From an optimization exercise on the open Yosys and OpenROAD flow, aimed at small area, a short achievable clock period and few clock cycles per item; shortcuts taken in it are not production practice. Only simulation tests tie the RTL to the original design; equivalence was not proved. No activity file was given, so power comes from the tool's default toggle rates.

// array_mul_top
module array_mul_top (
   input  logic        clk,
   input  logic        arst_n,
   input  logic        in_valid,
   input  logic        para_mode,
   input  logic [15:0] a,
   input  logic [15:0] b,
   output logic        out_valid,
   output logic [31:0] p
);
==> flow/config.mk <==
export PLATFORM = sky130hd
export DESIGN_NAME = array_mul_top
export DESIGN_NICKNAME = array_mul_top
export VERILOG_FILES = /design/flow/design.v
export SDC_FILE = /design/flow/constraint.sdc
export NUM_CORES = 4
export LEC_CHECK = 0
export CAP_MARGIN = 20
export CORE_MARGIN = 2
export CORE_UTILIZATION = 40
export CTS_BUF_LIST = sky130_fd_sc_hd__clkbuf_4 sky130_fd_sc_hd__clkbuf_8
export CTS_CLUSTER_SIZE = 20
export SETUP_SLACK_MARGIN = 3.0
export SLEW_MARGIN = 20
export SYNTH_HIERARCHICAL = 1
export SYNTH_MINIMUM_KEEP_SIZE = 0
==> flow/constraint.sdc <==
create_clock -name core_clock -period 6.0 [get_ports {clk}]
set_input_delay 1.2000 -clock core_clock [delete_from_list [all_inputs] [get_ports {clk}]]
set_output_delay 1.2000 -clock core_clock [all_outputs]
set_load 0.01 [all_outputs]
standard.sh (not shown) runs the stock make flow with config.mk's settings and CLKGATE_MAP_FILE= SYNTH_SCRIPT=/design/flow/synth_recipe.tcl, a recipe that flattens the netlist after the stock synthesis.
==> flow/flow/run.sh <==
#!/bin/bash
# Own layout flow: the standard flow (standard.sh, unchanged steps) with three changes:
# port buffers of sky130_fd_sc_hd__buf_2, the delay cells (clkdlybuf4s*, dlygate*, dlymetal*)
# added to the platform's don't-use list so that repair uses plain buffers, and CTS without
# dummy loads. make's full output goes to orfs_make.log here; each ORFS step also keeps its
# own log under orfs/logs/.
set -euo pipefail
bash standard.sh "BUFFER_PORTS_ARGS=-buffer_cell sky130_fd_sc_hd__buf_1" \
  "DONT_USE_CELLS=sky130_fd_sc_hd__probe_p_8 sky130_fd_sc_hd__probec_p_8 sky130_fd_sc_hd__lpflow_bleeder_1 sky130_fd_sc_hd__lpflow_clkbufkapwr_1 sky130_fd_sc_hd__lpflow_clkbufkapwr_16 sky130_fd_sc_hd__lpflow_clkbufkapwr_2 sky130_fd_sc_hd__lpflow_clkbufkapwr_4 sky130_fd_sc_hd__lpflow_clkbufkapwr_8 sky130_fd_sc_hd__lpflow_clkinvkapwr_1 sky130_fd_sc_hd__lpflow_clkinvkapwr_16 sky130_fd_sc_hd__lpflow_clkinvkapwr_2 sky130_fd_sc_hd__lpflow_clkinvkapwr_4 sky130_fd_sc_hd__lpflow_clkinvkapwr_8 sky130_fd_sc_hd__lpflow_decapkapwr_12 sky130_fd_sc_hd__lpflow_decapkapwr_3 sky130_fd_sc_hd__lpflow_decapkapwr_4 sky130_fd_sc_hd__lpflow_decapkapwr_6 sky130_fd_sc_hd__lpflow_decapkapwr_8 sky130_fd_sc_hd__lpflow_inputiso0n_1 sky130_fd_sc_hd__lpflow_inputiso0p_1 sky130_fd_sc_hd__lpflow_inputiso1n_1 sky130_fd_sc_hd__lpflow_inputiso1p_1 sky130_fd_sc_hd__lpflow_inputisolatch_1 sky130_fd_sc_hd__lpflow_isobufsrc_1 sky130_fd_sc_hd__lpflow_isobufsrc_16 sky130_fd_sc_hd__lpflow_isobufsrc_2 sky130_fd_sc_hd__lpflow_isobufsrc_4 sky130_fd_sc_hd__lpflow_isobufsrc_8 sky130_fd_sc_hd__lpflow_isobufsrckapwr_16 sky130_fd_sc_hd__lpflow_lsbuf_lh_hl_isowell_tap_1 sky130_fd_sc_hd__lpflow_lsbuf_lh_hl_isowell_tap_2 sky130_fd_sc_hd__lpflow_lsbuf_lh_hl_isowell_tap_4 sky130_fd_sc_hd__lpflow_lsbuf_lh_isowell_4 sky130_fd_sc_hd__lpflow_lsbuf_lh_isowell_tap_1 sky130_fd_sc_hd__lpflow_lsbuf_lh_isowell_tap_2 sky130_fd_sc_hd__lpflow_lsbuf_lh_isowell_tap_4  sky130_fd_sc_hd__clkdlybuf4s15_1 sky130_fd_sc_hd__clkdlybuf4s15_2 sky130_fd_sc_hd__clkdlybuf4s18_1 sky130_fd_sc_hd__clkdlybuf4s18_2 sky130_fd_sc_hd__clkdlybuf4s25_1 sky130_fd_sc_hd__clkdlybuf4s25_2 sky130_fd_sc_hd__clkdlybuf4s50_1 sky130_fd_sc_hd__clkdlybuf4s50_2 sky130_fd_sc_hd__dlygate4sd1_1 sky130_fd_sc_hd__dlygate4sd2_1 sky130_fd_sc_hd__dlygate4sd3_1 sky130_fd_sc_hd__dlymetal6s2s_1 sky130_fd_sc_hd__dlymetal6s4s_1 sky130_fd_sc_hd__dlymetal6s6s_1" \
  "CTS_ARGS=-sink_clustering_enable -repair_clock_nets -dont_use_dummy_load -buf_list {sky130_fd_sc_hd__clkbuf_4 sky130_fd_sc_hd__clkbuf_8} -sink_clustering_size 20" \
  finish > orfs_make.log 2>&1
The baseline completed without violations.
Testbench counts at the start, summed over its fixed seeds: cycles 4,008, items 4,000.
Edit:
--- a/flow/flow/run.sh
+++ b/flow/flow/run.sh
@@ -8 +8 @@
-bash standard.sh "BUFFER_PORTS_ARGS=-buffer_cell sky130_fd_sc_hd__buf_1" \
+bash standard.sh "BUFFER_PORTS_ARGS=-buffer_cell sky130_fd_sc_hd__buf_2" \
@@ -10,2 +10,2 @@
-  "CTS_ARGS=-sink_clustering_enable -repair_clock_nets -dont_use_dummy_load -buf_list {sky130_fd_sc_hd__clkbuf_4 sky130_fd_sc_hd__clkbuf_8} -sink_clustering_size 20" \
-  finish > orfs_make.log 2>&1
+  "CTS_ARGS=-sink_clustering_enable -repair_clock_nets -dont_use_dummy_load" \
+  "RECOVER_POWER=100" finish > orfs_make.log 2>&1
- CTS_BUF_LIST: sky130_fd_sc_hd__clkbuf_4 sky130_fd_sc_hd__clkbuf_8 -> default
- CTS_CLUSTER_SIZE: 20 -> default
Outcome:
- utilization rose by 0.43 points
- worst hold slack degrades by 3.8 ps
- cell area rose by 0.95%
Edit:
--- a/flow/flow/run.sh
+++ b/flow/flow/run.sh
@@ -8 +8 @@
-bash standard.sh "BUFFER_PORTS_ARGS=-buffer_cell sky130_fd_sc_hd__buf_2" \
+bash standard.sh "BUFFER_PORTS_ARGS=-buffer_cell sky130_fd_sc_hd__buf_1" \
@@ -11 +11 @@
-  "RECOVER_POWER=100" finish > orfs_make.log 2>&1
+  finish > orfs_make.log 2>&1
=>
- setup slack improves by 470 ps
- die area does not change
- critical path depth stays the same
- hold slack hardly moves
- design area increases slightly
- cell count shrinks slightly
- power rose by a few percent
Edit:
--- a/flow/flow/run.sh
+++ b/flow/flow/run.sh
@@ -8 +8 @@
-bash standard.sh "BUFFER_PORTS_ARGS=-buffer_cell sky130_fd_sc_hd__buf_1" \
+bash standard.sh "BUFFER_PORTS_ARGS=-buffer_cell sky130_fd_sc_hd__buf_2" \
@@ -11 +11 @@
-  finish > orfs_make.log 2>&1
+  "RECOVER_POWER=30" finish > orfs_make.log 2>&1
The new run completed with no timing, DRC or antenna violations.
Hold slack is about the same.
Die area is unchanged.
Combinational power barely changes.
Utilization rose by 0.13 points.
Maximum frequency fell by roughly a tenth.
Critical path depth fell by 1.
Non-clock buffer count rises by 5.
Design area is about the same.
Edit:
--- a/flow/flow/run.sh
+++ b/flow/flow/run.sh
@@ -10,2 +10,2 @@
-  "CTS_ARGS=-sink_clustering_enable -repair_clock_nets -dont_use_dummy_load" \
-  "RECOVER_POWER=30" finish > orfs_make.log 2>&1
+  "CTS_ARGS=-sink_clustering_enable -repair_clock_nets -dont_use_dummy_load -buf_list {sky130_fd_sc_hd__clkbuf_4 sky130_fd_sc_hd__clkbuf_8} -sink_clustering_size 20" \
+  finish > orfs_make.log 2>&1
- CTS_BUF_LIST: default -> sky130_fd_sc_hd__clkbuf_4 sky130_fd_sc_hd__clkbuf_8
- CTS_CLUSTER_SIZE: default -> 20
Combinational power came out higher by about 2%; worst setup slack gains 460 ps; global-route usage stays flat; power fell by 4.3%; sequential power barely changes.
Edit:
--- a/flow/flow/run.sh
+++ b/flow/flow/run.sh
@@ -10 +10 @@
-  "CTS_ARGS=-sink_clustering_enable -repair_clock_nets -dont_use_dummy_load -buf_list {sky130_fd_sc_hd__clkbuf_4 sky130_fd_sc_hd__clkbuf_8} -sink_clustering_size 20" \
+  "CTS_ARGS=-sink_clustering_enable -repair_clock_nets -dont_use_dummy_load" \
- CTS_BUF_LIST: sky130_fd_sc_hd__clkbuf_4 sky130_fd_sc_hd__clkbuf_8 -> default
- CTS_CLUSTER_SIZE: 20 -> default
Effect: Cell count barely changes. Area after synthesis is unchanged. Utilization goes up by 0.89 points. Worst setup slack gains 11 ps. Die area stays the same. Final area goes up slightly. Total power goes up by a few percent. Sequential share of layout area goes down by 0.56 points. Fmax goes up slightly. Routed wire length hardly moves.

* * *

array_mul_top, a different RTL version from the one above (not shown whole).
For scale: about 980 cells after synthesis, ~160 flip-flops, about 69 I/O pins, ~0.011 sq mm of cells after synthesis.
// array_mul_top
module array_mul_top (
   input  logic        clk,
   input  logic        arst_n,
   input  logic        in_valid,
   input  logic        para_mode,
   input  logic [15:0] a,
   input  logic [15:0] b,
   output logic        out_valid,
   output logic [31:0] p
);
Settings: LEC_CHECK=0, ABC_AREA=1, CAP_MARGIN=20, CORE_MARGIN=2, CORE_UTILIZATION=40, SETUP_SLACK_MARGIN=3.0, SLEW_MARGIN=20, SYNTH_HIERARCHICAL=1, SYNTH_MINIMUM_KEEP_SIZE=0; clock period 6.0 ns.
run.sh (not shown) runs the stock make flow with config.mk's settings and CLKGATE_MAP_FILE= SYNTH_SCRIPT=/design/flow/synth_recipe.tcl, a recipe that flattens the netlist after the stock synthesis.
Stock flow here: none of the scripts above is used.
Testbench counts at the start, summed over its fixed seeds: cycles 4,008, items 4,000.
Next try:
--- a/flow/config.mk
+++ b/flow/config.mk
@@ -7,3 +7,2 @@
 export LEC_CHECK = 0
-export ABC_AREA = 1
 export CAP_MARGIN = 20
@@ -11,3 +10,3 @@
 export CORE_UTILIZATION = 40
-export SETUP_SLACK_MARGIN = 3.0
+export SETUP_SLACK_MARGIN = 3.6
 export SLEW_MARGIN = 20
What happened: The changed run finished with timing, DRC and antenna clean; critical path depth is unchanged; non-clock buffer count rises by 84; area after synthesis falls by 2.9%; final cell count falls by 1.7%; via count rises by 3.4%; worst setup slack gains 0.021 ns; power rises by 17%; global-route usage rises by 2.3 points; register-to-register slack loses 0.08 ns; combinational power rises by 24%; worst hold slack is about the same.
Next try:
--- a/flow/config.mk
+++ b/flow/config.mk
@@ -10,3 +10,3 @@
 export CORE_UTILIZATION = 40
-export SETUP_SLACK_MARGIN = 3.6
+export SETUP_SLACK_MARGIN = 3.0
 export SLEW_MARGIN = 20
The changed run completed without violations.
Cell area drops by 15%.
Global-route usage goes down by 1.2 points.
Total power went down by 14%.
Worst setup slack got worse by 0.036 ns.
Count of clock-buffer cells in the layout stays the same.
Combinational power goes down by 20%.
Utilization goes down by 8.3 points.
Final cell count shrinks by 6.1%.
Die area stays the same.
Critical path depth goes down by 2.
Worst hold slack gets better by 0.0037 ns.

* * *

RTL: one of the versions met above, not the one the previous note started from.
For scale: about 890 cells after synthesis, about 160 flip-flops, roughly 69 I/O pins, roughly 10,000 um^2 of cells after synthesis.
clock: 6.0 ns
lec_check: 0
cap_margin: 20
core_margin: 2
core_utilization: 50
cts_buf_list: sky130_fd_sc_hd__clkbuf_4 sky130_fd_sc_hd__clkbuf_8
cts_cluster_size: 20
setup_slack_margin: 3.0
slew_margin: 20
synth_hierarchical: 1
synth_minimum_keep_size: 0
standard.sh (not shown) runs the stock make flow with config.mk's settings and CLKGATE_MAP_FILE= SYNTH_SCRIPT=/design/flow/synth_recipe.tcl, a recipe that flattens the netlist after the stock synthesis.
==> flow/flow/run.sh <==
#!/bin/bash
# Own layout flow: the standard flow (standard.sh: the standard synthesis and ORFS steps,
# unchanged) with a few ORFS variables set on the make command line:
#  - port buffers made of sky130_fd_sc_hd__buf_1 (buffer_ports -buffer_cell), instead of the
#    delay cell buffer_ports picks by default; repair upsizes the critical ones;
#  - the delay cells (clkdlybuf4s*, dlygate*, dlymetal*) added to the platform's don't-use
#    list, so that repair buffers with plain buffers;
#  - clock tree of clkbuf_4/clkbuf_8 without dummy loads.
# make's full output goes to orfs_make.log in this folder; each ORFS step also keeps its own
# log under orfs/logs/.
set -euo pipefail
PLATFORM_DONT_USE="sky130_fd_sc_hd__probe_p_8 sky130_fd_sc_hd__probec_p_8 sky130_fd_sc_hd__lpflow_bleeder_1 sky130_fd_sc_hd__lpflow_clkbufkapwr_1 sky130_fd_sc_hd__lpflow_clkbufkapwr_16 sky130_fd_sc_hd__lpflow_clkbufkapwr_2 sky130_fd_sc_hd__lpflow_clkbufkapwr_4 sky130_fd_sc_hd__lpflow_clkbufkapwr_8 sky130_fd_sc_hd__lpflow_clkinvkapwr_1 sky130_fd_sc_hd__lpflow_clkinvkapwr_16 sky130_fd_sc_hd__lpflow_clkinvkapwr_2 sky130_fd_sc_hd__lpflow_clkinvkapwr_4 sky130_fd_sc_hd__lpflow_clkinvkapwr_8 sky130_fd_sc_hd__lpflow_decapkapwr_12 sky130_fd_sc_hd__lpflow_decapkapwr_3 sky130_fd_sc_hd__lpflow_decapkapwr_4 sky130_fd_sc_hd__lpflow_decapkapwr_6 sky130_fd_sc_hd__lpflow_decapkapwr_8 sky130_fd_sc_hd__lpflow_inputiso0n_1 sky130_fd_sc_hd__lpflow_inputiso0p_1 sky130_fd_sc_hd__lpflow_inputiso1n_1 sky130_fd_sc_hd__lpflow_inputiso1p_1 sky130_fd_sc_hd__lpflow_inputisolatch_1 sky130_fd_sc_hd__lpflow_isobufsrc_1 sky130_fd_sc_hd__lpflow_isobufsrc_16 sky130_fd_sc_hd__lpflow_isobufsrc_2 sky130_fd_sc_hd__lpflow_isobufsrc_4 sky130_fd_sc_hd__lpflow_isobufsrc_8 sky130_fd_sc_hd__lpflow_isobufsrckapwr_16 sky130_fd_sc_hd__lpflow_lsbuf_lh_hl_isowell_tap_1 sky130_fd_sc_hd__lpflow_lsbuf_lh_hl_isowell_tap_2 sky130_fd_sc_hd__lpflow_lsbuf_lh_hl_isowell_tap_4 sky130_fd_sc_hd__lpflow_lsbuf_lh_isowell_4 sky130_fd_sc_hd__lpflow_lsbuf_lh_isowell_tap_1 sky130_fd_sc_hd__lpflow_lsbuf_lh_isowell_tap_2 sky130_fd_sc_hd__lpflow_lsbuf_lh_isowell_tap_4"
DELAY_CELLS="sky130_fd_sc_hd__clkdlybuf4s15_1 sky130_fd_sc_hd__clkdlybuf4s15_2 sky130_fd_sc_hd__clkdlybuf4s18_1 sky130_fd_sc_hd__clkdlybuf4s18_2 sky130_fd_sc_hd__clkdlybuf4s25_1 sky130_fd_sc_hd__clkdlybuf4s25_2 sky130_fd_sc_hd__clkdlybuf4s50_1 sky130_fd_sc_hd__clkdlybuf4s50_2 sky130_fd_sc_hd__dlygate4sd1_1 sky130_fd_sc_hd__dlygate4sd2_1 sky130_fd_sc_hd__dlygate4sd3_1 sky130_fd_sc_hd__dlymetal6s2s_1 sky130_fd_sc_hd__dlymetal6s4s_1 sky130_fd_sc_hd__dlymetal6s6s_1"
bash standard.sh "BUFFER_PORTS_ARGS=-buffer_cell sky130_fd_sc_hd__buf_1" \
  "DONT_USE_CELLS=$PLATFORM_DONT_USE $DELAY_CELLS" \
  "CTS_ARGS=-sink_clustering_enable -repair_clock_nets -dont_use_dummy_load -buf_list {sky130_fd_sc_hd__clkbuf_4 sky130_fd_sc_hd__clkbuf_8} -sink_clustering_size 20" \
  finish > orfs_make.log 2>&1
Testbench counts at the start, summed over its fixed seeds: cycles 4,008, items 4,000.
==> next run, changes <==
Settings changed: CORE_UTILIZATION 50 to 40.
After rerunning:
- via count goes up by 0.42%
- design area goes up by 0.75%
- setup slack gets worse by 0.018 ns
- register-to-register slack gets worse by 0.04 ns
- die area goes up by 24%
- clock-buffer cell count stays the same
- total power goes down by 1.3%
==> next run, changes <==
Settings changed: CORE_UTILIZATION 40 to 30.
After rerunning: The new run completed with no timing, DRC or antenna violations. Global-route usage drops by 4.3 points. Wire length grows by 1.9%. Via count climbs by 0.85%. Clock skew went down by 0.010 ns. Total power grows by 3.4%. Setup slack got worse by 0.0084 ns. Core utilization went down by 11 points. Cell count increases by 9.1%. Synthesized area stays the same. Cell area climbs by 1.8%.
==> next run, changes <==
Settings changed: CORE_UTILIZATION 30 to 40, SETUP_SLACK_MARGIN 3.0 to 3.05.
Effect: The new run ran to the end with no violations. Critical path depth climbs by 3. Global-route usage climbs by 4.5 points. Design area barely changes. Non-clock buffer count climbs by 10. Setup slack gets better by 0.031 ns.
==> next run, changes <==
Settings changed: SETUP_SLACK_MARGIN 3.05 to 2.95.
Effect: Hold slack barely changes; die area stays the same; worst setup slack degrades by 0.059 ns; clock skew barely changes; total power went down by 3.3%; clock power decreases by about 1%; cell area is lower by 3.2%; count of clock-buffer cells in the layout is unchanged; global-route usage came out lower by 0.38 points; synthesized area is unchanged.

[afterwards: timing with drivers on the ports]
The results above use ideal ports. As a check the final layouts listed here were re-extracted and re-timed, cells and wires unchanged. Step 1 (the two cells are an assumption about what drives the block):
set clk [get_ports {clk}]
set_driving_cell -lib_cell sky130_fd_sc_hd__clkbuf_16 $clk
set_driving_cell -lib_cell sky130_fd_sc_hd__buf_2 [delete_from_list [all_inputs] $clk]
Step 2 moves the port delays by t, midway between the first and last clock arrival at a register: inputs arrive t later, outputs are due t later. That takes back most of the time a late clock gives input paths. Three values: ideal ports, drivers, drivers and shift; two values: the first two.
run	t, ns	setup slack, ns	hold WS [ns]	clock arrival spread, ns	slew at the worst register clock pin (ns)
the first run of note 1	0.488	3.000 / 3.006 / 2.519	0.328 / 0.328 / 0.328	0.049 / 0.049	0.12 / 0.12
the second run of note 1	0.467	2.542 / 2.561 / 2.094	0.325 / 0.325 / 0.325	0.030 / 0.030	0.08 / 0.08
the third run of note 1	0.469	3.007 / 3.017 / 2.549	0.325 / 0.325 / 0.325	0.031 / 0.031	0.08 / 0.08
the fourth run of note 1	0.468	2.541 / 2.546 / 2.078	0.323 / 0.323 / 0.323	0.029 / 0.030	0.08 / 0.08
the fifth run of note 1	0.491	3.003 / 3.002 / 2.534	0.328 / 0.328 / 0.328	0.049 / 0.050	0.12 / 0.12
the sixth run of note 1	0.468	3.013 / 3.011 / 2.543	0.323 / 0.323 / 0.323	0.028 / 0.028	0.08 / 0.08
the first run of note 2	0.480	2.980 / 2.979 / 2.499	0.329 / 0.329 / 0.329	0.019 / 0.020	0.08 / 0.08
the second run of note 2	0.468	3.001 / 2.965 / 2.497	0.328 / 0.328 / 0.328	0.009 / 0.009	0.07 / 0.07
the third run of note 2	0.478	2.965 / 2.919 / 2.546	0.332 / 0.332 / 0.332	0.019 / 0.019	0.09 / 0.09
the first run of note 3	0.500	3.018 / 2.975 / 2.540	0.309 / 0.309 / 0.309	0.034 / 0.035	0.09 / 0.09
the second run of note 3	0.488	3.000 / 3.006 / 2.519	0.328 / 0.328 / 0.328	0.049 / 0.049	0.12 / 0.12
the third run of note 3	0.496	2.991 / 2.947 / 2.536	0.330 / 0.330 / 0.330	0.034 / 0.034	0.09 / 0.09
the fourth run of note 3	0.488	3.023 / 3.023 / 2.572	0.331 / 0.331 / 0.331	0.038 / 0.038	0.10 / 0.10
the fifth run of note 3	0.488	2.963 / 2.960 / 2.472	0.332 / 0.332 / 0.332	0.051 / 0.051	0.11 / 0.11
After both steps setup and hold are still met in every run listed. The setup slack of the second run of note 2, which loses most, moves by -0.036 ns with the drivers and by -0.504 ns with both steps.
